This is an optimization exercise on Yosys and OpenROAD, whose aim is small area, a short achievable clock period and few clock cycles, not a production implementation.
At most, simulation tests tie the RTL to the original design; equivalence was not proved.
Function not checked in runs 2 to 5: the RTL went through the layout flow alone.
Power figures rest on the tool's default switching activity, not on a simulated workload.

`flow/design.v`:
```
`default_nettype none
package hdc_pkg;
  localparam int unsigned HV_DIM     = 32;
  localparam int unsigned IM_DEPTH   = 16;
  localparam int unsigned IM_ADDR_W  = 4;
  localparam int unsigned COUNT_W    = 8;
  localparam int unsigned CSR_ADDR_W = 8;
  localparam int unsigned CSR_DATA_W = 32;
  typedef logic [HV_DIM-1:0]     hv_t;
  typedef logic [IM_ADDR_W-1:0]  im_addr_t;
  typedef logic [COUNT_W-1:0]    count_t;
  typedef logic [CSR_DATA_W-1:0] csr_data_t;
  typedef logic [CSR_ADDR_W-1:0] csr_addr_t;
  localparam csr_addr_t REG_CTRL      = 8'h00;
  localparam csr_addr_t REG_NUM_ITEMS = 8'h01;
  localparam csr_addr_t REG_BASE_A    = 8'h02;
  localparam csr_addr_t REG_BASE_B    = 8'h03;
  localparam csr_addr_t REG_STATUS    = 8'h04;
  localparam csr_addr_t REG_RESULT    = 8'h05;
  localparam csr_addr_t IM_WIN_BASE   = 8'h10;
  localparam int unsigned CTRL_START_BIT  = 0;
  localparam int unsigned STATUS_BUSY_BIT = 0;
  localparam int unsigned STATUS_DONE_BIT = 1;
endpackage
`default_nettype wire
`default_nettype none
module hdc_csr (
  input  logic      clk_i,
  input  logic      rst_i,
  input  logic      csr_we_i,
  input  logic      csr_re_i,
  input  hdc_pkg::csr_addr_t csr_addr_i,
  input  hdc_pkg::csr_data_t csr_wdata_i,
  input  logic      busy_i,
  input  logic      done_i,
  input  logic      hold_i,          
  input  hdc_pkg::hv_t       result_i,
  output hdc_pkg::csr_data_t csr_rdata_o,
  output logic      csr_rvalid_o,
  output logic      start_o,         
  output logic      n_zero_o,        
  output hdc_pkg::count_t    num_items_o,   
  output hdc_pkg::im_addr_t  base_a_o,      
  output hdc_pkg::im_addr_t  dist_o         
);
  hdc_pkg::count_t    num_items_q, num_items_d;
  hdc_pkg::im_addr_t  base_a_q, base_a_d;
  hdc_pkg::im_addr_t  base_b_q, base_b_d;
  hdc_pkg::im_addr_t  dist_q, dist_d;
  hdc_pkg::im_addr_t  wdata_a;
  hdc_pkg::csr_data_t rdata_d;
  assign wdata_a  = csr_wdata_i[hdc_pkg::IM_ADDR_W-1:0];
  assign start_o  = csr_we_i && (csr_addr_i == hdc_pkg::REG_CTRL) &&
                    csr_wdata_i[hdc_pkg::CTRL_START_BIT];
  assign n_zero_o = (num_items_q == '0);
  always_comb begin
    num_items_d = num_items_q;
    base_a_d    = base_a_q;
    base_b_d    = base_b_q;
    dist_d      = dist_q;
    if (csr_we_i) begin
      case (csr_addr_i)
        hdc_pkg::REG_NUM_ITEMS: num_items_d = csr_wdata_i[hdc_pkg::COUNT_W-1:0];
        hdc_pkg::REG_BASE_A: begin
          base_a_d = wdata_a;
          dist_d   = base_b_q - wdata_a;
        end
        hdc_pkg::REG_BASE_B: begin
          base_b_d = wdata_a;
          dist_d   = wdata_a - base_a_q;
        end
        default: ;
      endcase
    end
  end
  always_ff @(posedge clk_i) begin
    if (rst_i) begin
      num_items_q <= '0;
      base_a_q    <= '0;
      base_b_q    <= '0;
      dist_q      <= '0;
      num_items_o <= '0;
      base_a_o    <= '0;
      dist_o      <= '0;
    end else begin
      num_items_q <= num_items_d;
      base_a_q    <= base_a_d;
      base_b_q    <= base_b_d;
      dist_q      <= dist_d;
      if (!hold_i) begin
        num_items_o <= num_items_d;
        base_a_o    <= base_a_d;
        dist_o      <= dist_d;
      end
    end
  end
  always_comb begin
    rdata_d = '0;
    case (csr_addr_i)
      hdc_pkg::REG_NUM_ITEMS: rdata_d = hdc_pkg::csr_data_t'(num_items_q);
      hdc_pkg::REG_BASE_A:    rdata_d = hdc_pkg::csr_data_t'(base_a_q);
      hdc_pkg::REG_BASE_B:    rdata_d = hdc_pkg::csr_data_t'(base_b_q);
      hdc_pkg::REG_STATUS: begin
        rdata_d[hdc_pkg::STATUS_BUSY_BIT] = busy_i;
        rdata_d[hdc_pkg::STATUS_DONE_BIT] = done_i;
      end
      hdc_pkg::REG_RESULT:    rdata_d = result_i;
      default: ;
    endcase
  end
  always_ff @(posedge clk_i) begin
    if (rst_i) begin
      csr_rvalid_o <= 1'b0;
    end else begin
      csr_rvalid_o <= csr_re_i;
    end
  end
  always_ff @(posedge clk_i) begin
    csr_rdata_o <= rdata_d;
  end
endmodule
`default_nettype wire
`default_nettype none
module im_fetcher #(
  parameter int unsigned LANES = 16
) (
  input  logic [hdc_pkg::IM_DEPTH*hdc_pkg::HV_DIM-1:0] mem_i,
  input  logic [LANES-1:0]   grp_i,      
  input  hdc_pkg::count_t    num_items_i,
  input  hdc_pkg::im_addr_t  base_a_i,
  input  hdc_pkg::im_addr_t  dist_i,
  output logic [LANES*hdc_pkg::IM_DEPTH-1:0] y_o,
  output logic [hdc_pkg::IM_DEPTH-1:0]       mask_o
);
  localparam int unsigned D = hdc_pkg::IM_DEPTH;
  logic [D-1:0] therm, m1, m2, m4;
  for (genvar m = 0; m < D; m++) begin : g_mask
    assign therm[m]  = (num_items_i[hdc_pkg::IM_ADDR_W-1:0] > m);
    assign m1[m]     = base_a_i[0] ? therm[(m + D - 1) % D] : therm[m];
    assign m2[m]     = base_a_i[1] ? m1[(m + D - 2) % D]    : m1[m];
    assign m4[m]     = base_a_i[2] ? m2[(m + D - 4) % D]    : m2[m];
    assign mask_o[m] = base_a_i[3] ? m4[(m + D - 8) % D]    : m4[m];
  end
  for (genvar l = 0; l < LANES; l++) begin : g_lane
    logic [D-1:0] col, r1, r2, r4, r8;
    for (genvar m = 0; m < D; m++) begin : g_col
      assign col[m] = grp_i[l] ? mem_i[m*hdc_pkg::HV_DIM + LANES + l]
                            : mem_i[m*hdc_pkg::HV_DIM + l];
    end
    for (genvar m = 0; m < D; m++) begin : g_rot
      assign r1[m] = dist_i[0] ? col[(m + 1) % D] : col[m];
      assign r2[m] = dist_i[1] ? r1[(m + 2) % D]  : r1[m];
      assign r4[m] = dist_i[2] ? r2[(m + 4) % D]  : r2[m];
      assign r8[m] = dist_i[3] ? r4[(m + 8) % D]  : r4[m];
    end
    assign y_o[l*D +: D] = col ^ r8;
  end
endmodule
`default_nettype wire
`default_nettype none
module im_shared_mem (
  input  logic     clk_i,
  input  logic     rst_i,
  input  logic     csr_we_i,
  input  hdc_pkg::csr_addr_t csr_addr_i,
  input  hdc_pkg::csr_data_t csr_wdata_i,
  output logic     wr_pend_o,
  output logic [hdc_pkg::IM_DEPTH*hdc_pkg::HV_DIM-1:0] mem_o
);
  logic win_we;
  logic [hdc_pkg::IM_DEPTH-1:0] wr_word_q;    
  hdc_pkg::hv_t      wr_data_q;
  assign win_we = csr_we_i &&
                  (csr_addr_i[hdc_pkg::CSR_ADDR_W-1:hdc_pkg::IM_ADDR_W] ==
                   hdc_pkg::IM_WIN_BASE[hdc_pkg::CSR_ADDR_W-1:hdc_pkg::IM_ADDR_W]);
  always_ff @(posedge clk_i) begin
    if (rst_i) begin
      wr_pend_o <= 1'b0;
    end else begin
      wr_pend_o <= win_we;
    end
  end
  always_ff @(posedge clk_i) begin
    for (int k = 0; k < hdc_pkg::IM_DEPTH; k++) begin
      wr_word_q[k] <= win_we && (csr_addr_i[hdc_pkg::IM_ADDR_W-1:0] == k);
    end
    wr_data_q <= csr_wdata_i;
  end
  for (genvar k = 0; k < hdc_pkg::IM_DEPTH; k++) begin : g_word
    always_ff @(posedge clk_i) begin
      if (wr_word_q[k]) begin
        mem_o[k*hdc_pkg::HV_DIM +: hdc_pkg::HV_DIM] <= wr_data_q;
      end
    end
  end
endmodule
`default_nettype wire
`default_nettype none
module hv_bundler #(
  parameter int unsigned LANES = 16
) (
  input  logic   clk_i,
  input  logic   rst_i,
  input  logic   start_i,
  input  logic   n_zero_i,
  input  logic   wr_pend_i,
  input  hdc_pkg::count_t num_items_i,
  input  logic [LANES*hdc_pkg::IM_DEPTH-1:0] y_i,
  input  logic [hdc_pkg::IM_DEPTH-1:0]       mask_i,
  output logic [LANES-1:0] grp_o,
  output logic   hold_o,
  output logic   busy_o,
  output logic   done_o,
  output hdc_pkg::hv_t    qhv_o,
  output logic   qhv_valid_o
);
  localparam int unsigned D = hdc_pkg::IM_DEPTH;
  logic       phl_q, ph1_q, ph2_q, ph3_q;
  logic       accept;
  logic [2:0]         qcap_q;    
  logic [2:0]         rhalf_q;   
  logic [4:0]         thr_q [9];   
  logic [LANES-1:0]   maj;
  logic [LANES-1:0]   part_q;
  assign accept = start_i && !n_zero_i && !phl_q && !ph1_q && !ph2_q;
  assign busy_o = phl_q || ph1_q || ph2_q || ph3_q;
  assign hold_o = phl_q;
  logic [LANES-1:0] par_q;
  logic             par_dec_q;
  always_ff @(posedge clk_i) begin
    if (rst_i) begin
      par_q     <= '0;
      par_dec_q <= 1'b0;
    end else begin
      par_q     <= ~par_q;
      par_dec_q <= ~par_dec_q;
    end
  end
  assign grp_o = par_q;
  always_ff @(posedge clk_i) begin
    if (rst_i) begin
      phl_q       <= 1'b0;
      ph1_q       <= 1'b0;
      ph2_q       <= 1'b0;
      ph3_q       <= 1'b0;
      done_o      <= 1'b0;
      qhv_valid_o <= 1'b0;
    end else begin
      phl_q       <= accept && wr_pend_i;
      ph1_q       <= (accept && !wr_pend_i) || phl_q;
      ph2_q       <= ph1_q;
      ph3_q       <= ph2_q;
      qhv_valid_o <= ph3_q;
      if (accept) begin
        done_o <= 1'b0;
      end else if (ph3_q) begin
        done_o <= 1'b1;
      end
    end
  end
  always_ff @(posedge clk_i) begin
    qcap_q  <= (num_items_i[7:6] != 2'd0) ? 3'd4 : {1'b0, num_items_i[5:4]};
    rhalf_q <= num_items_i[3:1];
  end
  for (genvar h = 0; h < 9; h++) begin : g_thr
    logic [5:0] base, step, t;
    assign base = {3'b0, rhalf_q} + 6'd1;
    if (h <= 4) begin : g_up
      assign step = 6'(qcap_q * (8 - 2 * h));
      assign t    = base + step;
      always_ff @(posedge clk_i) begin
        thr_q[h] <= (t > 6'd16) ? 5'd16 : t[4:0];
      end
    end else begin : g_down
      assign step = 6'(qcap_q * (2 * h - 8));
      assign t    = base - step;
      always_ff @(posedge clk_i) begin
        thr_q[h] <= (base > step) ? t[4:0] : 5'd0;
      end
    end
  end
  function automatic logic [1:0] fadd(input logic a, input logic b, input logic c);
    fadd = {(a & b) | (a & c) | (b & c), a ^ b ^ c};
  endfunction
  function automatic logic [10:0] csa16(input logic [15:0] v);
    logic [1:0] f0, f1, f2, f3, f4;
    f0 = fadd(v[0],  v[1],  v[2]);
    f1 = fadd(v[3],  v[4],  v[5]);
    f2 = fadd(v[6],  v[7],  v[8]);
    f3 = fadd(v[9],  v[10], v[11]);
    f4 = fadd(v[12], v[13], v[14]);
    csa16 = {f4[1], f3[1], f2[1], f1[1], f0[1], v[15], f4[0], f3[0], f2[0], f1[0], f0[0]};
  endfunction
  function automatic logic [2:0] count6(input logic [5:0] v);
    logic [1:0] a, b;
    a = fadd(v[0], v[1], v[2]);
    b = fadd(v[3], v[4], v[5]);
    count6 = {1'b0, a} + {1'b0, b};
  endfunction
  for (genvar l = 0; l < LANES; l++) begin : g_lane
    logic [D-1:0] y, ym;
    logic [10:0]  all_q, ext_c_q;   
    logic [2:0]   ones_all, ones_ext, twos_all, twos_ext;
    logic [3:0]   half;             
    logic [3:0]   s_ext;
    logic [8:0]   half_q;           
    logic [3:0]   ext_q;            
    logic [4:0]   thr;
    assign y  = y_i[l*D +: D];
    assign ym = y & mask_i;
    always_ff @(posedge clk_i) begin
      all_q   <= csa16(y);
      ext_c_q <= csa16(ym);
    end
    assign ones_all = count6(all_q[5:0]);
    assign twos_all = count6({1'b0, all_q[10:6]});
    assign ones_ext = count6(ext_c_q[5:0]);
    assign twos_ext = count6({1'b0, ext_c_q[10:6]});
    assign half  = {2'b0, ones_all[2:1]} + {1'b0, twos_all};
    assign s_ext = {1'b0, ones_ext} + {twos_ext, 1'b0};
    always_ff @(posedge clk_i) begin
      for (int h = 0; h < 9; h++) half_q[h] <= (half == 4'(h));
      ext_q <= s_ext;
    end
    always_comb begin
      thr = '0;
      for (int h = 0; h < 9; h++) thr = thr | (half_q[h] ? thr_q[h] : 5'd0);
    end
    assign maj[l] = ({1'b0, ext_q} >= thr);
  end
  always_ff @(posedge clk_i) begin
    part_q <= maj;
  end
  always_ff @(posedge clk_i) begin
    if (ph3_q) qhv_o <= par_dec_q ? {maj, part_q} : {part_q, maj};
  end
endmodule
`default_nettype wire
`default_nettype none
module hdc_encoder_top (
  input  logic      clk_i,
  input  logic      rst_i,
  input  logic      csr_we_i,
  input  logic      csr_re_i,
  input  hdc_pkg::csr_addr_t csr_addr_i,
  input  hdc_pkg::csr_data_t csr_wdata_i,
  output hdc_pkg::csr_data_t csr_rdata_o,
  output logic      csr_rvalid_o,
  output hdc_pkg::hv_t       qhv_o,
  output logic      qhv_valid_o
);
  localparam int unsigned LANES = hdc_pkg::HV_DIM / 2;
  logic     start, n_zero, busy, done, hold, wr_pend;
  logic [hdc_pkg::HV_DIM/2-1:0] grp;
  hdc_pkg::count_t   num_items;
  hdc_pkg::im_addr_t base_a, ab_dist;
  logic [hdc_pkg::IM_DEPTH*hdc_pkg::HV_DIM-1:0] mem;
  logic [LANES*hdc_pkg::IM_DEPTH-1:0] y;
  logic [hdc_pkg::IM_DEPTH-1:0] mask;
  hdc_csr u_csr (
    .clk_i        ( clk_i        ), .rst_i        ( rst_i        ),
    .csr_we_i     ( csr_we_i     ), .csr_re_i     ( csr_re_i     ),
    .csr_addr_i   ( csr_addr_i   ), .csr_wdata_i  ( csr_wdata_i  ),
    .busy_i       ( busy         ), .done_i       ( done         ),
    .hold_i       ( hold         ),
    .result_i     ( qhv_o        ), .csr_rdata_o  ( csr_rdata_o  ),
    .csr_rvalid_o ( csr_rvalid_o ), .start_o      ( start        ),
    .n_zero_o     ( n_zero       ), .num_items_o  ( num_items    ),
    .base_a_o     ( base_a       ), .dist_o       ( ab_dist         )
  );
  im_shared_mem u_mem (
    .clk_i ( clk_i ), .rst_i ( rst_i ), .csr_we_i ( csr_we_i ),
    .csr_addr_i ( csr_addr_i ), .csr_wdata_i ( csr_wdata_i ),
    .wr_pend_o ( wr_pend ), .mem_o ( mem )
  );
  im_fetcher #(.LANES(LANES)) u_fetch (
    .mem_i ( mem ), .grp_i ( grp ), .num_items_i ( num_items ),
    .base_a_i ( base_a ), .dist_i ( ab_dist ), .y_o ( y ), .mask_o ( mask )
  );
  hv_bundler #(.LANES(LANES)) u_bundler (
    .clk_i ( clk_i ), .rst_i ( rst_i ), .start_i ( start ),
    .n_zero_i ( n_zero ), .wr_pend_i ( wr_pend ), .hold_o ( hold ), .num_items_i ( num_items ), .y_i ( y ),
    .mask_i ( mask ), .grp_o ( grp ), .busy_o ( busy ), .done_o ( done ),
    .qhv_o ( qhv_o ), .qhv_valid_o ( qhv_valid_o )
  );
endmodule
`default_nettype wire
```
`flow/run.sh`:
```
#!/bin/bash
# synth_recipe.tcl (not shown) runs the flow's synth.tcl, then flattens the netlist and writes it again
# the make line also repeats each setting of config.mk as NAME=value (left out here)
make -C /OpenROAD-flow-scripts/flow DESIGN_CONFIG=/design/flow/config.mk WORK_HOME=/design/flow/orfs CLKGATE_MAP_FILE= SYNTH_SCRIPT=/design/flow/synth_recipe.tcl finish
```
`flow/config.mk`:
```
export PLATFORM = sky130hd
export DESIGN_NAME = hdc_encoder_top
export DESIGN_NICKNAME = hdc_encoder_top
export VERILOG_FILES = /design/flow/design.v
export SDC_FILE = /design/flow/constraint.sdc
export NUM_CORES = 4
export LEC_CHECK = 0
export ABC_AREA = 1
export CAP_MARGIN = 20
export CORE_MARGIN = 2
export CORE_UTILIZATION = 40
export SETUP_SLACK_MARGIN = 2.3
export SLEW_MARGIN = 20
```
`flow/constraint.sdc`:
```
create_clock -name core_clock -period 5.0 [get_ports {clk_i}]
set_input_delay 1.0000 -clock core_clock [delete_from_list [all_inputs] [get_ports {clk_i}]]
set_output_delay 1.0000 -clock core_clock [all_outputs]
set_load 0.01 [all_outputs]
```
==> results of run 1 <==
per-layer routing:
metal  vias to the layer above  wire, um  track usage (%)
met5                         -        41                0
met4                         6     14500             12.3
met3                       667     25900             5.11
met2                      3413    116000             42.4
met1                     30600    106000             35.8
li1                      29900         -                -
power by group:
part           total (mW)  leakage, nW  internal [mW]  switching (mW)
combinational        8.62         23.7           3.06            5.57
clock                10.9         2.36           6.36            4.57
sequential           12.7         11.2           12.0           0.749
worst max-delay path: cells and delay by family, from the launching register on:
kind	cells	cell delay, ns
AO/OA/AOI/OAI	4	0.80
adder cells (fa/ha/maj)	1	0.32
buffers and inverters	1	0.26
flip-flops	1	0.46
AND/OR/NAND/NOR	5	0.50
cell usage after synthesis (3+ instances only):
| library cell | number |
|---|---|
| a221oi_1 | 37 |
| a211oi_1 | 8 |
| a2111oi_0 | 9 |
| buf_1 | 60 |
| ha_1 | 223 |
| o21bai_1 | 3 |
| o21ai_2 | 3 |
| nand3b_1 | 3 |
| nor2_1 | 448 |
| o22ai_1 | 30 |
| xnor2_1 | 7 |
| clkbuf_1 | 186 |
| clkinv_1 | 3 |
| fa_1 | 362 |
| nand4_1 | 75 |
| inv_2 | 4 |
| nand2_1 | 2203 |
| buf_2 | 139 |
| nand3_1 | 2412 |
| o21ai_1 | 18 |
| o21ai_0 | 114 |
| nor4_1 | 3 |
| o2111ai_1 | 10 |
| dfxtp_1 | 767 |
| buf_4 | 20 |
| inv_1 | 974 |
| xor2_1 | 22 |
| edfxtp_1 | 544 |
| a22o_1 | 22 |
| or2_2 | 6 |
| nand2_2 | 8 |
| o211ai_1 | 19 |
| nor3_1 | 114 |
| a21oi_1 | 100 |
timing repair:
item / CTS / global route
gates cloned: 9 / 13
hold buffers: 0 / 0
pin swaps: 2 / 23
endpoints found under the setup margin: 431 / 418
buffers inserted: 25 / 46
resized for setup: 142 / 232
flip-flops by register name, summed over array words and instances (netlist names), 8 cells and up:
| name | cells |
|---|---|
| u_mem.mem_o | 512 |
| u_mem.wr_word_q | 16 |
| u_csr.num_items_q | 8 |
| u_bundler.g_lane.ext_q | 64 |
| u_bundler.g_lane.ext_c_q | 176 |
| u_bundler.part_q | 16 |
| u_mem.wr_data_q | 32 |
| u_bundler.par_q | 16 |
| u_bundler.thr_q | 44 |
| u_bundler.g_lane.half_q | 144 |
| u_csr.csr_rdata_o | 32 |
| u_bundler.g_lane.all_q | 176 |
| u_bundler.qhv_o | 32 |
| u_csr.num_items_o | 8 |
cell type report:
cell class	count	area (um^2)	area share, %
inverter	981	3840	4.61
sequential	1311	31800	38.3
multi-input combinational	6273	36500	43.9
clock inverter	63	722	0.868
tap	2370	2970	3.56
clock buffer	207	4120	4.95
timing repair buffer	295	3130	3.76
timing repair inverter	7	90.1	0.108
logic make-up (layout without fill, tap and decap cells):
group | Yosys count | count (layout) | synth area share, %
flops | 1311 | 1311 | 43.4
buf+inv | 1386 | 1553 | 7.47
xor+xnor | 29 | 29 | 0.348
simple gates | 5279 | 5280 | 31.8
fa+ha+maj | 585 | 585 | 13.7
compound gates | 378 | 378 | 3.21
other cells | 1 | 1 | 0.00514
final timing paths:
kind	endpoint	start	cells past startpoint	slack, ns
hold reg to reg	u_bundler.rhalf_q[0]$_DFF_P_	u_csr.num_items_o[1]$_SDFFE_PP0N_	0	0.39
setup reg to reg	u_bundler.qhv_o[2]$_DFFE_PP_	u_bundler.thr_q[7][2]$_SDFF_PP0_	11	2.35
hold / removal	u_bundler.rhalf_q[0]$_DFF_P_	u_csr.num_items_o[1]$_SDFFE_PP0N_	0	0.39
setup / recovery	u_bundler.qhv_o[2]$_DFFE_PP_	u_bundler.thr_q[7][2]$_SDFF_PP0_	11	2.35
==> summary.txt, run 1 <==
Pwr
  – LEAKAGE: 37.2 nW
  – PwrDens: 388 nW/um^2
  – Peak supply drop: 0.437 mV
  – Total Power: 32.3 mW

Timing
  – Headroom to the max-slew limit: 18.5%
  – Final setup TNS: 0 ns
  – Final Hold Vio Count: 0
  – Final worst path period need: 2.65 ns
  – RSZ-0062 raised after global routing: true
  – Final slew viol count: 0
  – Hold slack: 0.392 ns
  – Worst Skew: 0.0266 ns
  – Worst-margin pin slew: 1.22 ns
  – Final Setup Violations: 0
  – Max Clock Freq: 0.377 GHz
  – Final worst-path cycle share: 53.0%
  – Setup WS post-layout: 2.35 ns

Finish
  – Post-Route Utilization: 45.9%
  – Design Area, Final: 83200 um^2
  – Commonest cells after routing, fill and taps aside: 2409 x nand3_1, 2181 x nand2_1, 917 x inv_1
  – N_diodes: 0
  – Layout cell share with drive strength beyond 1: 7.44%
  – Commonest non-fill, non-tap cell in the layout: nand3_1
  – Fin cells: 11500
  – Nets: 9643
  – Fill cells: 17400
  – Area delta synth->final: 13.9%

Global route
  – Initial antenna violation count: 10
  – First-pass GRT wire length: 376000 um
  – GRT Total Usage: 26.9%
  – Largest net degree at the start of global routing: 162
  – Total grt overflow: 0
  – Vias in the first global route: 60300

Logic synthesis
  – Synth top area share: 22.4%
  – Register bit total from synthesis: 1311
  – Cell Area, Synth: 73000 um^2
  – Synth area leader: edfxtp_1
  – Top FF cell, synth: dfxtp_1
  – Async set-reset flop share out of synthesis: 0%
  – Syn Nets: 9598
  – Cells after synthesis: 8969
  – Avg Synthesized Cell Area: 8.14 um^2
  – Top cells by area, synth: edfxtp_1 22%, dfxtp_1 21%, nand3_1 17%
  – Synth unique cells: 44
  – Post-synth EDFFs: 544
  – Yosys warns: 4
  – Post-synthesis sequential area ratio: 43.4%

Clocking
  – Reg clk slew, reported paths: 0.06 ns
  – Clock Path Buffers: 3
  – Root buffer cell: clkbuf_16
  – Worst-skew pair later-pin latency: 0.82 ns
  – H-tree Lvls: 4
  – CTS tree: yes
  – Sink Count: 1311
  – CTS Buf Count: 145

Floorplan
  – Die Y-Extent: 431 um
  – Starting Density: 40.3%
  – Total core area: 181000 um^2
  – Ports: 110
  – Die footprint: 186000 um^2
  – Die Width: 431 um
  – # rows: 156

Setup path
  – Max Fanout on Critical Path: 10
  – CP Launch Type: register
  – CP Class: reg -> reg
  – CP Data Arrival Time: 3.17 ns
  – Slowest-stage cell, CP: dfxtp_2
  – Crit-path cells: buf_4 -> nand2_1 -> nand3_1 -> a2111oi_2 -> ha_1 -> nand2_1 -> o21ai_0 -> o21ai_0 -> nand2_1 -> nand2_2 -> o21ai_0
  – CP endpoint kind: register
  – Slowest stage delay, CP: 0.46 ns
  – Critical Path RT: 5.52 ns

Run status
  – Outcome: timing/DRC/antenna clean

Routing
  – DR pass1 iterations: 7
  – Routed via count: 64600
  – Vias/cell: 5.62
  – Post-DRT Antenna Nets: 0
  – Wirelength per Cell: 22.8 um
  – Initial DRC Count: 7734
  – Post-route DRC: 0
  – Final WL: 262000 um

Worst hold path
  – Worst Hold Class: reg -> reg

Placed design
  – Worst slack, placed: 1.42 ns
  – Gpl congestion: 1.00
  – Placed Instance Area: 76300 um^2
  – PortBufs: 109
  – Placed insts: 11100
  – Detailed Place HPWL: 172000 um

Run
  – Max-cap viol count: 0
Testbench counts, summed over its fixed seeds: cycles 2,576.
==> run 2, diff against run 1 <==
--- a/flow/design.v
+++ b/flow/design.v
@@ -305,3 +305,3 @@
     logic [3:0]   s_ext;
-    logic [8:0]   half_q;           
+    logic [3:0]   half_q;           
     logic [3:0]   ext_q;            
@@ -321,3 +321,3 @@
     always_ff @(posedge clk_i) begin
-      for (int h = 0; h < 9; h++) half_q[h] <= (half == 4'(h));
+      half_q <= half;
       ext_q <= s_ext;
@@ -326,3 +326,3 @@
       thr = '0;
-      for (int h = 0; h < 9; h++) thr = thr | (half_q[h] ? thr_q[h] : 5'd0);
+      for (int h = 0; h < 9; h++) thr = thr | ((half_q == 4'(h)) ? thr_q[h] : 5'd0);
     end
==> run 2 against run 1 <==
  * Global-route usage increased by 2.3 points
  * First-iteration DRC count is 11% higher
  * Register-to-register slack lost 0.08 ns
  * Final cell count fell by 1.1%
  * Hold slack better by 0.027 ns
  * Clock power about the same
  * Routed wire length is 6.8% higher
  * Via count is 0.75% higher
  * Critical path type unchanged
  * Critical endpoint is now u_bundler.qhv_o[0]$_DFFE_PP_
  * Largest cell class unchanged
  * Highest routed layer unchanged
==> summary.txt, run 2 <==
Run status
  – Outcome: timing/DRC/antenna clean

Setup path
  – CP Class: reg -> reg
  – Worst setup path start: u_bundler.thr_q[5][3]$_SDFF_PP0_
  – FF-to-FF End: u_bundler.qhv_o[0]$_DFFE_PP_
  – Slowest stage delay, CP: 0.52 ns
  – R2R Setup Slk: 2.27 ns
  – Most used cell, CP: nand2_2
  – R2r worst-path depth: 9
  – Critical Path RT: 5.56 ns
  – CP endpoint kind: register
  – CP Launch Type: register
  – Critical Path Sink: u_bundler.qhv_o[0]$_DFFE_PP_
  – Slowest-stage cell, CP: nor4_1
  – CP Data Arrival Time: 3.29 ns
  – Max Fanout on Critical Path: 10
  – R2r startpoint: u_bundler.thr_q[5][3]$_SDFF_PP0_
  – Crit-path cells: inv_1 -> buf_4 -> o22ai_1 -> nor4_1 -> ha_1 -> a21oi_4 -> nor2_4 -> nand2_2 -> nand2_2

Logic synthesis
  – Top FF cell, synth: dfxtp_1
  – Avg Synthesized Cell Area: 8.21 um^2
  – Syn Nets: 9360
  – Post-synth top cells: 2374 x nand3_1, 2111 x nand2_1, 906 x inv_1
  – Async set-reset flop share out of synthesis: 0%
  – Post-synth EDFFs: 544
  – Cells after synthesis: 8748
  – Synth area leader: edfxtp_1
  – Post-synthesis sequential area ratio: 41.9%
  – Most frequent cell after synthesis: nand3_1
  – Synth top area share: 22.7%
  – Cell Area, Synth: 71800 um^2
  – Register bit total from synthesis: 1231
  – Top cells by area, synth: edfxtp_1 23%, dfxtp_1 19%, nand3_1 17%
  – Synth unique cells: 51
  – Yosys warns: 4

Global route
  – Vias in the first global route: 61000
  – Total grt overflow: 0
  – Largest net degree at the start of global routing: 155
  – Initial antenna violation count: 15
  – GRT Total Usage: 29.2%
  – First-pass GRT wire length: 395000 um

Floorplan
  – Die footprint: 183000 um^2
  – Starting Density: 40.3%
  – Ports: 110
  – Total core area: 178000 um^2
  – Die Y-Extent: 428 um
  – # rows: 155
  – Die Width: 428 um

Finish
  – Flip-flop count of the largest register after layout: 512
  – Area delta synth->final: 16.2%
  – Largest reg by FF count: u_mem.mem_o
  – Nets: 9514
  – Top Registers: u_mem.mem_o x512, u_bundler.g_lane.all_q x176, u_bundler.g_lane.ext_c_q x176
  – Layout cell share with drive strength beyond 1: 9.56%
  – Commonest cells after routing, fill and taps aside: 2355 x nand3_1, 2069 x nand2_1, 860 x inv_1
  – Fill cells: 17300
  – Fin cells: 11400
  – Post-Route Utilization: 46.8%
  – Design Area, Final: 83500 um^2
  – Commonest non-fill, non-tap cell in the layout: nand3_1

Timing
  – Max Clock Freq: 0.366 GHz
  – Final worst path period need: 2.73 ns
  – RSZ-0062 raised after global routing: true
  – Headroom to the max-slew limit: 20.5%
  – Final slew viol count: 0
  – Setup WS post-layout: 2.27 ns
  – Worst Skew: 0.0417 ns
  – Final setup TNS: 0 ns
  – Worst-margin pin slew: 1.19 ns
  – Final worst-path cycle share: 54.7%
  – Hold slack: 0.419 ns
  – Final Setup Violations: 0
  – Final Hold Vio Count: 0

Placed design
  – Placed Instance Area: 75300 um^2
  – Placed insts: 11000
  – Gpl congestion: 1.05
  – PortBufs: 109
  – Worst slack, placed: 1.40 ns
  – Detailed Place HPWL: 190000 um

Clocking
  – CTS tree: yes
  – Root buffer cell: clkbuf_16
  – Sink Count: 1231
  – Reg clk slew, reported paths: 0.06 ns
  – Worst-skew pair later-pin latency: 0.82 ns
  – H-tree Lvls: 4
  – Clock Path Buffers: 3
  – Post-cts hold buffer count: 0
  – CTS Buf Count: 141

Pwr
  – Part of the power in the clock network: 35.7%
  – Switching power: 10.2 mW
  – Design internal power: 20.2 mW
  – Comb power frac: 24.9%
  – Sequential power share: 39.3%
  – Switching share of total power: 33.4%
  – LEAKAGE: 37.0 nW
  – Peak supply drop: 0.279 mV
  – Total Power: 30.4 mW
  – PwrDens: 364 nW/um^2

Worst hold path
  – Worst Hold Class: reg -> reg

Routing
  – Post-route DRC: 0
  – Post-DRT Antenna Nets: 0
  – Final WL: 280000 um
  – DR pass1 iterations: 7
  – Wirelength per Cell: 24.6 um
  – Vias/cell: 5.72
  – Routed via count: 65100
  – Initial DRC Count: 8567

Run
  – Max-cap viol count: 0
==> run 2: cell type report <==
class                           instances  area (um^2)  share of cell area, %
Multi-Input combinational cell       6234        37500                   45.0
Sequential cell                      1231        30300                   36.3
Timing Repair Buffer                  370         4030                   4.83
Clock buffer                          183         3910                   4.68
Inverter                              917         3680                   4.41
Tap cell                             2355         2950                   3.53
Clock inverter                         81         1000                   1.20
Timing Repair inverter                  7         92.6                  0.111
Antenna cell                            1         2.50                0.00300
==> run 2: per-layer routing <==
| metal | global-route usage (%) | vias to the layer above | share of wire, % |
|---|---|---|---|
| met3 | 6.12 | 648 | 10 |
| met5 | 0 | - | 0.0082 |
| met1 | 40.2 | 31100 | 41 |
| met2 | 44.3 | 3561 | 43 |
| li1 | - | 29800 | - |
| met4 | 12.4 | 4 | 5.2 |
==> run 2: worst min-delay path by stage <==
stage / cells past startpoint / to / start
final: 0 / u_bundler.rhalf_q[2]$_DFF_P_ / u_csr.num_items_o[3]$_SDFFE_PP0N_
after global placement: 2 / u_bundler.ph2_q$_SDFF_PP0_ / u_bundler.ph1_q$_SDFF_PP0_
after detailed placement: 2 / u_bundler.phl_q$_SDFF_PP0_ / u_mem.wr_pend_o$_SDFF_PP0_
after global routing: 0 / u_bundler.rhalf_q[2]$_DFF_P_ / u_csr.num_items_o[3]$_SDFFE_PP0N_
after CTS: 0 / u_bundler.rhalf_q[1]$_DFF_P_ / u_csr.num_items_o[2]$_SDFFE_PP0N_
after floorplan: 2 / u_bundler.qcap_q[0]$_SDFF_PP0_ / u_csr.num_items_o[4]$_SDFFE_PP0N_
==> run 2: power groups by stage <==
stage	clock network, mW	logic, mW	registers [mW]
4_1_cts	11.1	7.03	11.9
5_1_grt	11.4	8.42	12.0
3_5_place_dp	0	6.86	12.1
6_report	10.9	7.57	11.9
3_3_place_gp	0	6.82	12.0
2_1_floorplan	0	4.44	11.8
==> run 2: cell families (layout without fill, tap and decap cells) <==
family / count (synthesis) / in the layout / synth area share, %
xor+xnor: 29 / 29 / 0.354
simple gates: 5185 / 5185 / 33.0
other cells: 1 / 2 / 0.00522
buf+inv: 1283 / 1558 / 7.13
compound gates: 449 / 449 / 3.95
mux: 2 / 2 / 0.0279
fa+ha+maj: 568 / 568 / 13.7
flops: 1231 / 1231 / 41.9
==> run 2: repair_timing <==
| action | in CTS | in global routing |
|---|---|---|
| pin swaps | 13 | 43 |
| gates cloned | 6 | 20 |
| resized for setup | 220 | 321 |
| setup endpoints to repair | 461 | 283 |
| buffers inserted | 46 | 86 |
==> run 2: worst max-delay path, delay by kind of cell (launching register included) <==
family	cells	cell delay (ns)
compound gates	2	0.31
flops	1	0.46
fa+ha+maj	1	0.36
buf+inv	2	0.54
simple gates	4	0.78
==> run 3, diff against run 2 <==
--- a/flow/design.v
+++ b/flow/design.v
@@ -43,3 +43,5 @@
   output hdc_pkg::im_addr_t  base_a_o,      
-  output hdc_pkg::im_addr_t  dist_o         
+  output hdc_pkg::im_addr_t  base_b_o,      
+  output hdc_pkg::im_addr_t  dist_o,        
+  output hdc_pkg::im_addr_t  ndist_o        
 );
@@ -48,3 +50,3 @@
   hdc_pkg::im_addr_t  base_b_q, base_b_d;
-  hdc_pkg::im_addr_t  dist_q, dist_d;
+  hdc_pkg::im_addr_t  dist_d, ndist_d;
   hdc_pkg::im_addr_t  wdata_a;
@@ -59,3 +61,4 @@
     base_b_d    = base_b_q;
-    dist_d      = dist_q;
+    dist_d      = base_b_q - base_a_q;
+    ndist_d     = base_a_q - base_b_q;
     if (csr_we_i) begin
@@ -66,2 +69,3 @@
           dist_d   = base_b_q - wdata_a;
+          ndist_d  = wdata_a - base_b_q;
         end
@@ -70,2 +74,3 @@
           dist_d   = wdata_a - base_a_q;
+          ndist_d  = base_a_q - wdata_a;
         end
@@ -80,3 +85,4 @@
       base_b_q    <= '0;
-      dist_q      <= '0;
+      base_b_o    <= '0;
+      ndist_o     <= '0;
       num_items_o <= '0;
@@ -88,3 +94,2 @@
       base_b_q    <= base_b_d;
-      dist_q      <= dist_d;
       if (!hold_i) begin
@@ -92,3 +97,5 @@
         base_a_o    <= base_a_d;
+        base_b_o    <= base_b_d;
         dist_o      <= dist_d;
+        ndist_o     <= ndist_d;
       end
@@ -130,14 +137,20 @@
   input  hdc_pkg::im_addr_t  base_a_i,
+  input  hdc_pkg::im_addr_t  base_b_i,
   input  hdc_pkg::im_addr_t  dist_i,
+  input  hdc_pkg::im_addr_t  ndist_i,
   output logic [LANES*hdc_pkg::IM_DEPTH-1:0] y_o,
-  output logic [hdc_pkg::IM_DEPTH-1:0]       mask_o
+  output logic [2*hdc_pkg::IM_DEPTH-1:0]     mask_o
 );
   localparam int unsigned D = hdc_pkg::IM_DEPTH;
-  logic [D-1:0] therm, m1, m2, m4;
+  logic [D-1:0] therm, a1, a2, a4, b1, b2, b4;
   for (genvar m = 0; m < D; m++) begin : g_mask
-    assign therm[m]  = (num_items_i[hdc_pkg::IM_ADDR_W-1:0] > m);
-    assign m1[m]     = base_a_i[0] ? therm[(m + D - 1) % D] : therm[m];
-    assign m2[m]     = base_a_i[1] ? m1[(m + D - 2) % D]    : m1[m];
-    assign m4[m]     = base_a_i[2] ? m2[(m + D - 4) % D]    : m2[m];
-    assign mask_o[m] = base_a_i[3] ? m4[(m + D - 8) % D]    : m4[m];
+    assign therm[m]      = (num_items_i[hdc_pkg::IM_ADDR_W-1:0] > m);
+    assign a1[m]         = base_a_i[0] ? therm[(m + D - 1) % D] : therm[m];
+    assign a2[m]         = base_a_i[1] ? a1[(m + D - 2) % D]    : a1[m];
+    assign a4[m]         = base_a_i[2] ? a2[(m + D - 4) % D]    : a2[m];
+    assign mask_o[m]     = base_a_i[3] ? a4[(m + D - 8) % D]    : a4[m];
+    assign b1[m]         = base_b_i[0] ? therm[(m + D - 1) % D] : therm[m];
+    assign b2[m]         = base_b_i[1] ? b1[(m + D - 2) % D]    : b1[m];
+    assign b4[m]         = base_b_i[2] ? b2[(m + D - 4) % D]    : b2[m];
+    assign mask_o[D + m] = base_b_i[3] ? b4[(m + D - 8) % D]    : b4[m];
   end
@@ -145,2 +158,4 @@
     logic [D-1:0] col, r1, r2, r4, r8;
+    hdc_pkg::im_addr_t rot;
+    assign rot = (l < LANES / 2) ? dist_i : ndist_i;
     for (genvar m = 0; m < D; m++) begin : g_col
@@ -150,6 +165,6 @@
     for (genvar m = 0; m < D; m++) begin : g_rot
-      assign r1[m] = dist_i[0] ? col[(m + 1) % D] : col[m];
-      assign r2[m] = dist_i[1] ? r1[(m + 2) % D]  : r1[m];
-      assign r4[m] = dist_i[2] ? r2[(m + 4) % D]  : r2[m];
-      assign r8[m] = dist_i[3] ? r4[(m + 8) % D]  : r4[m];
+      assign r1[m] = rot[0] ? col[(m + 1) % D] : col[m];
+      assign r2[m] = rot[1] ? r1[(m + 2) % D]  : r1[m];
+      assign r4[m] = rot[2] ? r2[(m + 4) % D]  : r2[m];
+      assign r8[m] = rot[3] ? r4[(m + 8) % D]  : r4[m];
     end
@@ -170,3 +185,3 @@
   logic win_we;
-  logic [hdc_pkg::IM_DEPTH-1:0] wr_word_q;    
+  hdc_pkg::im_addr_t wr_addr_q;
   hdc_pkg::hv_t      wr_data_q;
@@ -183,5 +198,3 @@
   always_ff @(posedge clk_i) begin
-    for (int k = 0; k < hdc_pkg::IM_DEPTH; k++) begin
-      wr_word_q[k] <= win_we && (csr_addr_i[hdc_pkg::IM_ADDR_W-1:0] == k);
-    end
+    wr_addr_q <= csr_addr_i[hdc_pkg::IM_ADDR_W-1:0];
     wr_data_q <= csr_wdata_i;
@@ -190,3 +203,3 @@
     always_ff @(posedge clk_i) begin
-      if (wr_word_q[k]) begin
+      if (wr_pend_o && (wr_addr_q == k)) begin
         mem_o[k*hdc_pkg::HV_DIM +: hdc_pkg::HV_DIM] <= wr_data_q;
@@ -208,3 +221,3 @@
   input  logic [LANES*hdc_pkg::IM_DEPTH-1:0] y_i,
-  input  logic [hdc_pkg::IM_DEPTH-1:0]       mask_i,
+  input  logic [2*hdc_pkg::IM_DEPTH-1:0]     mask_i,
   output logic [LANES-1:0] grp_o,
@@ -305,3 +318,3 @@
     logic [3:0]   s_ext;
-    logic [3:0]   half_q;           
+    logic [8:0]   half_q;           
     logic [3:0]   ext_q;            
@@ -309,3 +322,3 @@
     assign y  = y_i[l*D +: D];
-    assign ym = y & mask_i;
+    assign ym = y & ((l < LANES / 2) ? mask_i[D-1:0] : mask_i[2*D-1:D]);
     always_ff @(posedge clk_i) begin
@@ -321,3 +334,3 @@
     always_ff @(posedge clk_i) begin
-      half_q <= half;
+      for (int h = 0; h < 9; h++) half_q[h] <= (half == 4'(h));
       ext_q <= s_ext;
@@ -326,3 +339,3 @@
       thr = '0;
-      for (int h = 0; h < 9; h++) thr = thr | ((half_q == 4'(h)) ? thr_q[h] : 5'd0);
+      for (int h = 0; h < 9; h++) thr = thr | (half_q[h] ? thr_q[h] : 5'd0);
     end
@@ -331,3 +344,3 @@
   always_ff @(posedge clk_i) begin
-    part_q <= maj;
+    if (ph2_q) part_q <= maj;
   end
@@ -355,6 +368,6 @@
   hdc_pkg::count_t   num_items;
-  hdc_pkg::im_addr_t base_a, ab_dist;
+  hdc_pkg::im_addr_t base_a, base_b, ab_dist, ba_dist;
   logic [hdc_pkg::IM_DEPTH*hdc_pkg::HV_DIM-1:0] mem;
   logic [LANES*hdc_pkg::IM_DEPTH-1:0] y;
-  logic [hdc_pkg::IM_DEPTH-1:0] mask;
+  logic [2*hdc_pkg::IM_DEPTH-1:0] mask;
   hdc_csr u_csr (
@@ -368,3 +381,4 @@
     .n_zero_o     ( n_zero       ), .num_items_o  ( num_items    ),
-    .base_a_o     ( base_a       ), .dist_o       ( ab_dist         )
+    .base_a_o     ( base_a       ), .base_b_o     ( base_b       ),
+    .dist_o       ( ab_dist      ), .ndist_o      ( ba_dist      )
   );
@@ -377,3 +391,4 @@
     .mem_i ( mem ), .grp_i ( grp ), .num_items_i ( num_items ),
-    .base_a_i ( base_a ), .dist_i ( ab_dist ), .y_o ( y ), .mask_o ( mask )
+    .base_a_i ( base_a ), .base_b_i ( base_b ), .dist_i ( ab_dist ),
+    .ndist_i ( ba_dist ), .y_o ( y ), .mask_o ( mask )
   );
--- a/flow/config.mk
+++ b/flow/config.mk
@@ -11,3 +11,3 @@
 export CORE_UTILIZATION = 40
-export SETUP_SLACK_MARGIN = 2.3
+export SETUP_SLACK_MARGIN = 2.4
 export SLEW_MARGIN = 20
==> run 3 against run 2 <==
  * Register-to-register slack improved by 0.06 ns
  * Still clean
  * Core utilization rose by 2.1 points
  * Largest cell class unchanged
  * Power rose by 19%
  * Highest routed layer unchanged
  * Largest power group unchanged
  * Critical endpoint is now u_bundler.g_lane[2].ext_q[3]$_DFF_P_
  * Sequential power up 5%
==> summary.txt, run 3 <==
Timing
  – Headroom to the max-slew limit: 18.2%
  – Final worst-path cycle share: 53.5%
  – Setup WS post-layout: 2.32 ns
  – Final Hold Vio Count: 0
  – Final setup TNS: 0 ns
  – Max Clock Freq: 0.374 GHz
  – Final Setup Violations: 0
  – Final slew viol count: 0
  – RSZ-0062 raised after global routing: true
  – Worst Skew: 0.0337 ns
  – Final worst path period need: 2.68 ns
  – Worst-margin pin slew: 1.23 ns

Clocking
  – CTS Buf Count: 148
  – CTS tree: yes
  – Worst-skew pair later-pin latency: 0.83 ns
  – Sink Count: 1302
  – Root buffer cell: clkbuf_16
  – Clock Path Buffers: 3
  – H-tree Lvls: 4
  – Reg clk slew, reported paths: 0.06 ns

Setup path
  – Worst setup path start: u_bundler.g_lane[2].ext_c_q[6]$_DFF_P_
  – CP endpoint kind: register
  – R2r startpoint: u_bundler.g_lane[2].ext_c_q[6]$_DFF_P_
  – Max Fanout on Critical Path: 1
  – CP Data Arrival Time: 3.37 ns
  – CP Launch Type: register
  – Critical Path RT: 5.69 ns
  – CP Class: reg -> reg

Run
  – Max-cap viol count: 0

Pwr
  – Total Power: 36.2 mW
  – Switching power: 13.0 mW
  – PwrDens: 400 nW/um^2
  – Part of the power in the clock network: 30.9%
  – Comb power frac: 34.5%
  – Design internal power: 23.2 mW
  – Peak supply drop: 0.339 mV
  – LEAKAGE: 39.6 nW
  – Sequential power share: 34.6%
  – Switching share of total power: 36.0%

Global route
  – Vias in the first global route: 61500
  – First-pass GRT wire length: 394000 um
  – Total grt overflow: 0
  – GRT Total Usage: 27.7%
  – Initial antenna violation count: 16
  – Largest net degree at the start of global routing: 83

Logic synthesis
  – Synth top area share: 22.5%
  – Synth Area in Compound Gates: 3.22%
  – Top cells by area, synth: edfxtp_1 23%, dfxtp_1 20%, nand3_1 16%
  – Cells after synthesis: 9217
  – Cell Area, Synth: 74700 um^2
  – Post-synthesis mux area share: 0%
  – Post-Synth XOR/XNOR Area: 0.457%
  – Largest family of logic cells by synthesized area: simple AND/OR/NAND/NOR gates
  – Syn Nets: 9861
  – Simple-gate share of the synthesized area: 32.4%
  – Top FF cell, synth: dfxtp_1
  – Post-synth top cells: 2443 x nand3_1, 2318 x nand2_1, 983 x inv_1
  – Synth unique cells: 53
  – Async set-reset flop share out of synthesis: 0%
  – Avg Synthesized Cell Area: 8.10 um^2
  – Register bit total from synthesis: 1302
  – Synth area leader: edfxtp_1
  – Yosys warns: 4
  – Post-synth EDFFs: 560
  – Post-Synth Adder-Cell Area: 13.7%
  – Post-synthesis sequential area ratio: 42.4%
  – Most frequent cell after synthesis: nand3_1

Floorplan
  – Die footprint: 190000 um^2
  – Die Width: 436 um
  – Starting Density: 40.3%
  – # rows: 158
  – Die Y-Extent: 436 um
  – Total core area: 185000 um^2
  – Ports: 110

Routing
  – DR pass1 iterations: 9
  – Wirelength per Cell: 24.1 um
  – Routed via count: 67800
  – Vias/cell: 5.69
  – Post-DRT Antenna Nets: 0
  – Initial DRC Count: 8060
  – Final WL: 287000 um
  – Post-route DRC: 0

Worst hold path
  – Worst Hold Class: reg -> reg
  – Min-delay src: u_bundler.ph1_q$_SDFF_PP0_

Finish
  – Top Registers: u_mem.mem_o x512, u_bundler.g_lane.all_q x176, u_bundler.g_lane.ext_c_q x176
  – Layout cell share with drive strength beyond 1: 18.7%
  – Area delta synth->final: 21.4%
  – Largest reg by FF count: u_mem.mem_o
  – Commonest non-fill, non-tap cell in the layout: nand2_1
  – Commonest cells after routing, fill and taps aside: 2187 x nand2_1, 1999 x nand3_1, 866 x inv_1
  – Flip-flop count of the largest register after layout: 512
  – Design Area, Final: 90700 um^2
  – Nets: 9964

Placed design
  – Placed Instance Area: 77700 um^2
  – PortBufs: 109
  – Detailed Place HPWL: 181000 um
  – Gpl congestion: 0.959
  – Worst slack, placed: 1.49 ns

Run status
  – Outcome: timing/DRC/antenna clean
==> run 3: cell type report <==
cell class,instances,area (um^2)
antenna,3,7.51
clock buffer,202,4260
clock inverter,74,766
fill,17500,94700
inverter,1012,4010
multi-input combinational,6501,42100
sequential,1302,31900
tap,2480,3100
timing repair buffer,347,4430
timing repair inverter,8,139
==> run 3: final timing paths <==
path	to	slack (ns)	cells after the start
max	u_bundler.g_lane[2].ext_q[3]$_DFF_P_	2.32	9
max reg2reg	u_bundler.g_lane[2].ext_q[3]$_DFF_P_	2.32	9
min	u_bundler.ph2_q$_SDFF_PP0_	0.43	2
min reg2reg	u_bundler.ph2_q$_SDFF_PP0_	0.43	2
==> run 3: through the flow <==
stage	instances	hold slack, ns	utilization [%]
finish	11900	0.427	48.9
global route	11900	0.442	48.9
floorplan	9217	0.326	-
global placement	11500	0.411	41.9
detailed placement	11500	0.409	41.9
CTS	11800	0.425	45.7
==> run 3: timing repair <==
action / in CTS / in global routing
gates resized for setup: 469 / 1132
hold buffers: 0 / 0
gates cloned: 12 / 44
pin swaps: 55 / 192
buffers inserted: 38 / 70
endpoints found under the setup margin: 631 / 522
==> run 3: metal layers <==
layer / track usage, % / wire length, um
met5: 0 / 61
met3: 5.57 / 29200
met2: 42.6 / 126000
met1: 37.9 / 117000
met4: 11.3 / 14900
==> run 3: critical path, cell delays in order (launching register included) <==
cell     delay, ns
dfxtp_2       0.32
fa_1          0.55
ha_1          0.23
inv_1         0.07
fa_1          0.40
inv_1         0.08
ha_2          0.18
inv_2         0.04
fa_2          0.37
xor2_4        0.32
==> run 3: cells by family after synthesis <==
family / after synthesis
AND/OR/NAND/NOR: 5471
buffers and inverters: 1414
other: 1
XOR/XNOR: 39
flip-flops: 1302
AO/OA/AOI/OAI: 390
adder cells (fa/ha/maj): 600
==> run 3: power groups by stage <==
stage               registers (mW)  logic (mW)  clock network, mW
floorplan                     12.5        5.42                  0
global placement              12.7        8.00                  0
detailed placement            12.7        8.22                  0
CTS                           12.5        9.62               11.3
global route                  12.6        13.5               11.8
finish                        12.5        12.5               11.2
==> run 4, diff against run 3 <==
--- a/flow/config.mk
+++ b/flow/config.mk
@@ -11,3 +11,3 @@
 export CORE_UTILIZATION = 40
-export SETUP_SLACK_MARGIN = 2.4
+export SETUP_SLACK_MARGIN = 2.2
 export SLEW_MARGIN = 20
==> run 4 against run 3 <==
  * Maximum frequency decreased by 3.6%
  * Register-to-register slack got worse by 0.10 ns
  * Flip-flop and latch count unchanged
  * Non-clock buffer count decreased by 120
  * Routed wire length decreased by 7.5%
  * Clock-buffer cell count decreased by 6
  * Critical endpoint is now u_bundler.g_lane[13].ext_q[3]$_DFF_P_
  * Largest cell class unchanged
  * Highest routed layer unchanged
==> summary.txt, run 4 <==
Run status
  – Outcome: timing/DRC/antenna clean

Floorplan
  – Die Y-Extent: 436 um
  – Ports: 110
  – Die Width: 436 um
  – # rows: 158
  – Die footprint: 190000 um^2
  – Total core area: 185000 um^2
  – Starting Density: 40.3%

Pwr
  – Peak supply drop: 0.329 mV
  – PwrDens: 394 nW/um^2
  – LEAKAGE: 37.7 nW
  – Total Power: 33.1 mW

Finish
  – Fill cells: 18100
  – Commonest cells after routing, fill and taps aside: 2441 x nand3_1, 2296 x nand2_1, 966 x inv_1
  – Layout cell share with drive strength beyond 1: 6.41%
  – Area delta synth->final: 12.7%
  – Commonest non-fill, non-tap cell in the layout: nand3_1
  – Largest reg by FF count: u_mem.mem_o
  – Design Area, Final: 84200 um^2
  – Fin cells: 11800
  – Flip-flop count of the largest register after layout: 512
  – Nets: 9840
  – Top Registers: u_mem.mem_o x512, u_bundler.g_lane.all_q x176, u_bundler.g_lane.ext_c_q x176

Timing
  – Final setup TNS: 0 ns
  – Final slew viol count: 0
  – Headroom to the max-slew limit: 16.9%
  – Max Clock Freq: 0.360 GHz
  – Worst-margin pin slew: 1.25 ns
  – Hold slack: 0.425 ns
  – Final worst-path cycle share: 55.6%
  – RSZ-0062 raised after global routing: true
  – Worst Skew: 0.0304 ns
  – Final Hold Vio Count: 0
  – Final Setup Violations: 0
  – Final worst path period need: 2.78 ns

Setup path
  – Slowest-stage cell, CP: fa_1
  – Slowest stage delay, CP: 0.50 ns
  – Crit-path cells: fa_1 -> ha_1 -> fa_1 -> ha_1 -> inv_1 -> fa_1 -> xor2_1
  – Critical Path RT: 5.63 ns
  – CP Launch Type: register
  – CP Class: reg -> reg
  – CP endpoint kind: register
  – CP Data Arrival Time: 3.41 ns
  – Max Fanout on Critical Path: 1
  – Most used cell, CP: fa_1

Logic synthesis
  – Register bit total from synthesis: 1302
  – Cells after synthesis: 9217
  – Top FF cell, synth: dfxtp_1
  – Cell Area, Synth: 74700 um^2
  – Most frequent cell after synthesis: nand3_1
  – Synth top area share: 22.5%
  – Syn Nets: 9861
  – Synth area leader: edfxtp_1
  – Synth unique cells: 53
  – Async set-reset flop share out of synthesis: 0%
  – Post-synthesis sequential area ratio: 42.4%
  – Top cells by area, synth: edfxtp_1 23%, dfxtp_1 20%, nand3_1 16%
  – Avg Synthesized Cell Area: 8.10 um^2
  – Yosys warns: 4
  – Post-synth top cells: 2443 x nand3_1, 2318 x nand2_1, 983 x inv_1
  – Post-synth EDFFs: 560

Global route
  – Largest net degree at the start of global routing: 130
  – Vias in the first global route: 60900
  – Total grt overflow: 0
  – Initial antenna violation count: 19
  – GRT Total Usage: 27.1%
  – First-pass GRT wire length: 388000 um

Clocking
  – Clock Path Buffers: 3
  – H-tree Lvls: 4
  – Worst-skew pair later-pin latency: 0.81 ns
  – CTS Buf Count: 151
  – Reg clk slew, reported paths: 0.06 ns
  – CTS tree: yes
  – Sink Count: 1302
  – Root buffer cell: clkbuf_16

Worst hold path
  – Worst Hold Class: reg -> reg

Routing
  – Wirelength per Cell: 22.5 um
  – Post-DRT Antenna Nets: 0
  – Initial DRC Count: 8145
  – Routed via count: 65700
  – Final WL: 266000 um
  – Vias/cell: 5.56
  – Post-route DRC: 0
  – DR pass1 iterations: 7

Placed design
  – Gpl congestion: 0.980
  – Placed insts: 11500
  – Detailed Place HPWL: 185000 um
  – PortBufs: 109
  – Placed Instance Area: 77800 um^2

Run
  – Max-cap viol count: 0
==> run 4: cell families (layout without fill, tap and decap cells) <==
kind of cell,after synthesis,in the layout,share of synthesized area (%)
AOI/OAI and AO/OA,390,390,3.22
xor gates and xnor gates,39,39,0.457
adders and majority gates,600,600,13.7
buffers and inverters,1414,1521,7.76
DFF,1302,1302,42.4
other,1,7,0.00502
and+or+nand+nor,5471,5471,32.4
==> run 4: timing repair <==
action | CTS | global route
hold buffers | 0 | 0
pin swaps | 0 | 4
setup buffers | 13 | 9
gates cloned | 1 | 5
endpoints found under the setup margin | 406 | 382
resized for setup | 108 | 124
==> run 4: layer usage <==
metal	up-vias	GRT usage [%]	routed length (um)
met5	-	0	34
met4	6	11.1	11600
met3	613	4.75	24400
met2	3366	41.9	117000
met1	31100	37.4	113000
li1	30600	-	-
==> run 4: path summary, 6_finish.rpt <==
path                                                         endpoint  cells past startpoint  slack (ns)                               startpoint
worst max-delay path            u_bundler.g_lane[13].ext_q[3]$_DFF_P_                      7        2.22  u_bundler.g_lane[13].ext_c_q[6]$_DFF_P_
worst min-delay path                       u_bundler.ph2_q$_SDFF_PP0_                      2        0.42               u_bundler.ph1_q$_SDFF_PP0_
worst max register to register  u_bundler.g_lane[13].ext_q[3]$_DFF_P_                      7        2.22  u_bundler.g_lane[13].ext_c_q[6]$_DFF_P_
worst min register to register             u_bundler.ph2_q$_SDFF_PP0_                      2        0.42               u_bundler.ph1_q$_SDFF_PP0_
==> run 4: layout make-up <==
type                       count  area (um^2)  share of cell area (%)
clock inverter                85         1040                    1.24
timing repair inverter         1         11.3                  0.0134
antenna                        6         15.0                  0.0178
sequential                  1302        31800                    37.7
multi-input combinational   6501        37700                    44.8
inverter                    1012         3860                    4.59
tap                         2480         3100                    3.69
timing repair buffer         227         2390                    2.84
clock buffer                 196         4290                    5.10
==> run 4: where the power goes <==
group | internal, mW | switching, mW | leakage (nW)
Combinational | 2.99 | 5.82 | 24.0
Clock | 7.09 | 4.70 | 2.62
Sequential | 11.9 | 0.665 | 11.1
Total | 21.9 | 11.2 | 37.7
==> run 4: per-stage QoR <==
stage,utilization (%),worst slack [ns]
4_1_cts,45.0,2.11
3_3_place_gp,41.9,1.66
5_1_grt,45.4,2.18
3_5_place_dp,41.9,1.59
2_1_floorplan,-,1.80
6_report,45.4,2.22
==> run 4: critical path, delay by kind of cell (launching register included) <==
| kind | cells | cell delay [ns] |
|---|---|---|
| DFF | 1 | 0.32 |
| buffers and inverters | 1 | 0.05 |
| xor gates and xnor gates | 1 | 0.42 |
| adders and majority gates | 5 | 1.82 |
==> run 5, diff against run 4 <==
--- a/flow/design.v
+++ b/flow/design.v
@@ -185,3 +185,3 @@
   logic win_we;
-  hdc_pkg::im_addr_t wr_addr_q;
+  logic [hdc_pkg::IM_DEPTH-1:0] wr_word_q;    
   hdc_pkg::hv_t      wr_data_q;
@@ -198,3 +198,5 @@
   always_ff @(posedge clk_i) begin
-    wr_addr_q <= csr_addr_i[hdc_pkg::IM_ADDR_W-1:0];
+    for (int k = 0; k < hdc_pkg::IM_DEPTH; k++) begin
+      wr_word_q[k] <= win_we && (csr_addr_i[hdc_pkg::IM_ADDR_W-1:0] == k);
+    end
     wr_data_q <= csr_wdata_i;
@@ -203,3 +205,3 @@
     always_ff @(posedge clk_i) begin
-      if (wr_pend_o && (wr_addr_q == k)) begin
+      if (wr_word_q[k]) begin
         mem_o[k*hdc_pkg::HV_DIM +: hdc_pkg::HV_DIM] <= wr_data_q;
@@ -344,3 +346,3 @@
   always_ff @(posedge clk_i) begin
-    if (ph2_q) part_q <= maj;
+    part_q <= maj;
   end
--- a/flow/config.mk
+++ b/flow/config.mk
@@ -11,3 +11,3 @@
 export CORE_UTILIZATION = 40
-export SETUP_SLACK_MARGIN = 2.2
+export SETUP_SLACK_MARGIN = 2.3
 export SLEW_MARGIN = 20
==> run 5 against run 4 <==
  * Still clean on timing, DRC and antenna
  * Core utilization up 0.10 points
  * First-iteration DRC count up 11%
  * Final cell count up 0.14%
  * Maximum frequency up 4.6%
  * Design area up 0.33%
  * Critical path type unchanged
  * Critical endpoint is now u_bundler.qhv_o[12]$_DFFE_PP_
  * Largest power group unchanged
==> summary.txt, run 5 <==
Setup path
  – Critical Path Sink: u_bundler.qhv_o[12]$_DFFE_PP_
  – Critical Path RT: 5.52 ns
  – CP endpoint kind: register
  – CP Launch Type: register
  – R2R Setup Slk: 2.34 ns
  – Crit-path cells: buf_4 -> a221oi_1 -> nand3_1 -> a21oi_1 -> ha_1 -> o21ai_0 -> nand2_1 -> nand2_2 -> o21ai_1
  – Slowest stage delay, CP: 0.62 ns
  – FF-to-FF End: u_bundler.qhv_o[12]$_DFFE_PP_
  – R2r startpoint: u_bundler.thr_q[5][3]$_SDFF_PP0_
  – CP Class: reg -> reg
  – Worst setup path start: u_bundler.thr_q[5][3]$_SDFF_PP0_
  – Slowest-stage cell, CP: dfxtp_1
  – CP Data Arrival Time: 3.18 ns
  – R2r worst-path depth: 9
  – Max Fanout on Critical Path: 10

Run status
  – Outcome: timing/DRC/antenna clean

Floorplan
  – Starting Density: 40.3%
  – Die Width: 437 um
  – # rows: 158
  – Die Y-Extent: 437 um
  – Total core area: 186000 um^2
  – Ports: 110
  – Die footprint: 191000 um^2

Routing
  – DR pass1 iterations: 14
  – Post-route DRC: 0
  – Wirelength per Cell: 22.7 um
  – Post-DRT Antenna Nets: 0
  – Vias/cell: 5.60
  – Routed via count: 66200
  – Initial DRC Count: 9019
  – Final WL: 269000 um

Run
  – Max-cap viol count: 0

Pwr
  – Comb power frac: 29.0%
  – Sequential power share: 38.2%
  – Switching share of total power: 35.1%
  – LEAKAGE: 38.1 nW
  – Switching power: 11.7 mW
  – PwrDens: 396 nW/um^2
  – Part of the power in the clock network: 32.8%
  – Peak supply drop: 0.389 mV
  – Design internal power: 21.7 mW

Timing
  – RSZ-0062 raised after global routing: true
  – Final Hold Vio Count: 0
  – Worst Skew: 0.0263 ns
  – Final setup TNS: 0 ns
  – Final slew viol count: 0
  – Hold slack: 0.433 ns
  – Headroom to the max-slew limit: 8.43%
  – Max Clock Freq: 0.376 GHz
  – Worst-margin pin slew: 1.37 ns
  – Final Setup Violations: 0
  – Final worst-path cycle share: 53.1%
  – Final worst path period need: 2.66 ns

Logic synthesis
  – Simple-gate share of the synthesized area: 32.4%
  – Post-synth top cells: 2417 x nand3_1, 2320 x nand2_1, 982 x inv_1
  – Most frequent cell after synthesis: nand3_1
  – Cell Area, Synth: 74800 um^2
  – Synth Area in Compound Gates: 3.20%
  – Post-Synth XOR/XNOR Area: 0.456%
  – Yosys warns: 4
  – Synth top area share: 21.8%
  – Syn Nets: 9858
  – Avg Synthesized Cell Area: 8.12 um^2
  – Cells after synthesis: 9214
  – Top cells by area, synth: edfxtp_1 22%, dfxtp_1 21%, nand3_1 16%
  – Synth unique cells: 54
  – Synth area leader: edfxtp_1
  – Post-synthesis mux area share: 0.0134%
  – Post-Synth Adder-Cell Area: 13.7%
  – Post-synthesis sequential area ratio: 42.4%
  – Post-synth EDFFs: 544
  – Top FF cell, synth: dfxtp_1
  – Async set-reset flop share out of synthesis: 0%
  – Largest family of logic cells by synthesized area: simple AND/OR/NAND/NOR gates
  – Register bit total from synthesis: 1314

Global route
  – GRT met3 Usage: 5.50%
  – GR Layer Usage met2: 41.1%
  – GRT Total Usage: 27.0%
  – GR Layer Usage met1: 37.6%
  – Initial antenna violation count: 15
  – Global route hottest layer: met2
  – Largest net degree at the start of global routing: 130
  – Total grt overflow: 0
  – First-pass GRT wire length: 388000 um
  – Vias in the first global route: 61800

Clocking
  – H-tree Lvls: 4
  – Worst-skew pair later-pin latency: 0.83 ns
  – Clock Path Buffers: 3
  – CTS Buf Count: 147
  – Post-cts hold buffer count: 0
  – CTS tree: yes
  – Sink Count: 1314
  – Reg clk slew, reported paths: 0.06 ns
  – Root buffer cell: clkbuf_16

Finish
  – Flip-flop count of the largest register after layout: 512
  – Nets: 9862
  – Commonest cells after routing, fill and taps aside: 2414 x nand3_1, 2287 x nand2_1, 936 x inv_1
  – Largest reg by FF count: u_mem.mem_o
  – Commonest non-fill, non-tap cell in the layout: nand3_1
  – Top Registers: u_mem.mem_o x512, u_bundler.g_lane.all_q x176, u_bundler.g_lane.ext_c_q x176
  – Area delta synth->final: 12.8%
  – Layout cell share with drive strength beyond 1: 7.48%

Placed design
  – Detailed Place HPWL: 181000 um
  – PortBufs: 109
  – Gpl congestion: 0.968

Worst hold path
  – Worst Hold Class: reg -> reg
run 5: critical path: cells and delay by family (launching register included):
family,cells,cell delay [ns]
AO/OA/AOI/OAI,4,0.68
buffers and inverters,1,0.36
AND/OR/NAND/NOR,3,0.44
flip-flops,1,0.62
adder cells (fa/ha/maj),1,0.26
run 5: worst min-delay path by stage:
stage	from	end	slack [ns]	cells after the start
finish	u_bundler.ph2_q$_SDFF_PP0_	u_bundler.ph3_q$_SDFF_PP0_	0.43	2
global route	u_csr.num_items_o[1]$_SDFFE_PP0N_	u_bundler.rhalf_q[0]$_DFF_P_	0.44	0
CTS	u_bundler.ph2_q$_SDFF_PP0_	u_bundler.ph3_q$_SDFF_PP0_	0.44	2
detailed placement	u_bundler.ph2_q$_SDFF_PP0_	u_bundler.ph3_q$_SDFF_PP0_	0.43	2
global placement	u_bundler.ph1_q$_SDFF_PP0_	u_bundler.ph2_q$_SDFF_PP0_	0.42	2
floorplan	u_csr.num_items_o[1]$_SDFFE_PP0N_	u_bundler.rhalf_q[0]$_DFF_P_	0.33	0
run 5: power by group through the flow:
| stage | Sequential, mW | Combinational [mW] | Clock, mW |
|---|---|---|---|
| 2_1_floorplan | 12.7 | 5.86 | 0 |
| 3_3_place_gp | 12.9 | 8.29 | 0 |
| 3_5_place_dp | 13.0 | 8.51 | 0 |
| 4_1_cts | 12.7 | 8.64 | 11.1 |
| 5_1_grt | 12.9 | 10.8 | 11.5 |
| 6_report | 12.8 | 9.70 | 11.0 |
run 5: area by class of cell:
class                   instances  area [um^2]
diodes                          5         12.5
clock buffers                 208         4140
clock inverters                65          722
fillers                     18000       101000
inverters                    1011         3930
multi-input cells            6491        37900
flip-flops and latches       1314        31900
well taps                    2480         3100
repair buffers                250         2670
repair inverters                3         31.3
run 5: metrics by stage:
stage | total power [mW] | worst slack (ns) | util (%) | std cells | instance area (um^2)
final | 33.4 | 2.34 | 45.5 | 11800 | 84400
after global routing | 35.2 | 2.28 | 45.5 | 11800 | 84400
after floorplan | 18.5 | 2.43 | - | 9214 | 74800
after global placement | 21.2 | 1.20 | 41.9 | 11500 | 77800
after CTS | 32.5 | 2.29 | 44.9 | 11800 | 83300
after detailed placement | 21.5 | 1.20 | 41.9 | 11500 | 77800
run 5: metal layers:
layer / part of all wire [%] / up-vias
met5: 0.0048 / -
met4: 4.3 / 2
met3: 10 / 644
met2: 43 / 3552
met1: 42 / 31400
li1: - / 30600
run 5: logic make-up after synthesis:
kind of cell               Yosys count
adders and majority gates          600
DFF                               1314
AOI/OAI and AO/OA                  391
other                                1
muxes                                1
and+or+nand+nor                   5459
xor gates and xnor gates            39
buffers and inverters             1409
run 5: what timing repair did:
item,in CTS,in global routing
setup endpoints to repair,489,383
setup buffers,15,31
resized for setup,184,203
pin swaps,0,24
cloned,5,11

-- re-timing with driven ports --
The flow's constraints put no driver on any port. The routed layouts listed below were extracted and timed again, unchanged, in two steps.
Step 1: set_driving_cell puts a clkbuf_16 on clk_i and a buf_2 on each other input, an assumption about the parent block.
Step 2 moves the port delays by t, midway between the first and last clock arrival at a register: inputs arrive t later, outputs are due t later. That takes back most of the time a late clock gives input paths.
Slacks: ideal ports / drivers / drivers and shift; pairs: ideal ports / drivers.
| run | t, ns | setup WS [ns] | worst setup path after step 2 | clock arrival spread, ns | pins driven straight from the clock port |
|---|---|---|---|---|---|
| run 1 | 0.882 | 2.350 / 2.274 / 1.714 | input to register | 0.031 / 0.032 | 1 |
| run 2 | 0.887 | 2.267 / 2.267 / 1.483 | input to register | 0.045 / 0.045 | 1 |
| run 3 | 0.895 | 2.323 / 2.323 / 1.712 | input to register | 0.036 / 0.036 | 1 |
| run 4 | 0.877 | 2.222 / 2.205 / 1.690 | input to register | 0.035 / 0.035 | 1 |
| run 5 | 0.897 | 2.343 / 2.286 / 1.553 | input to register | 0.032 / 0.032 | 1 |
After both steps every run listed still meets setup and hold. For run 5, which loses most, drivers alone change the setup slack by -0.057 ns; drivers and shift together by -0.790 ns.
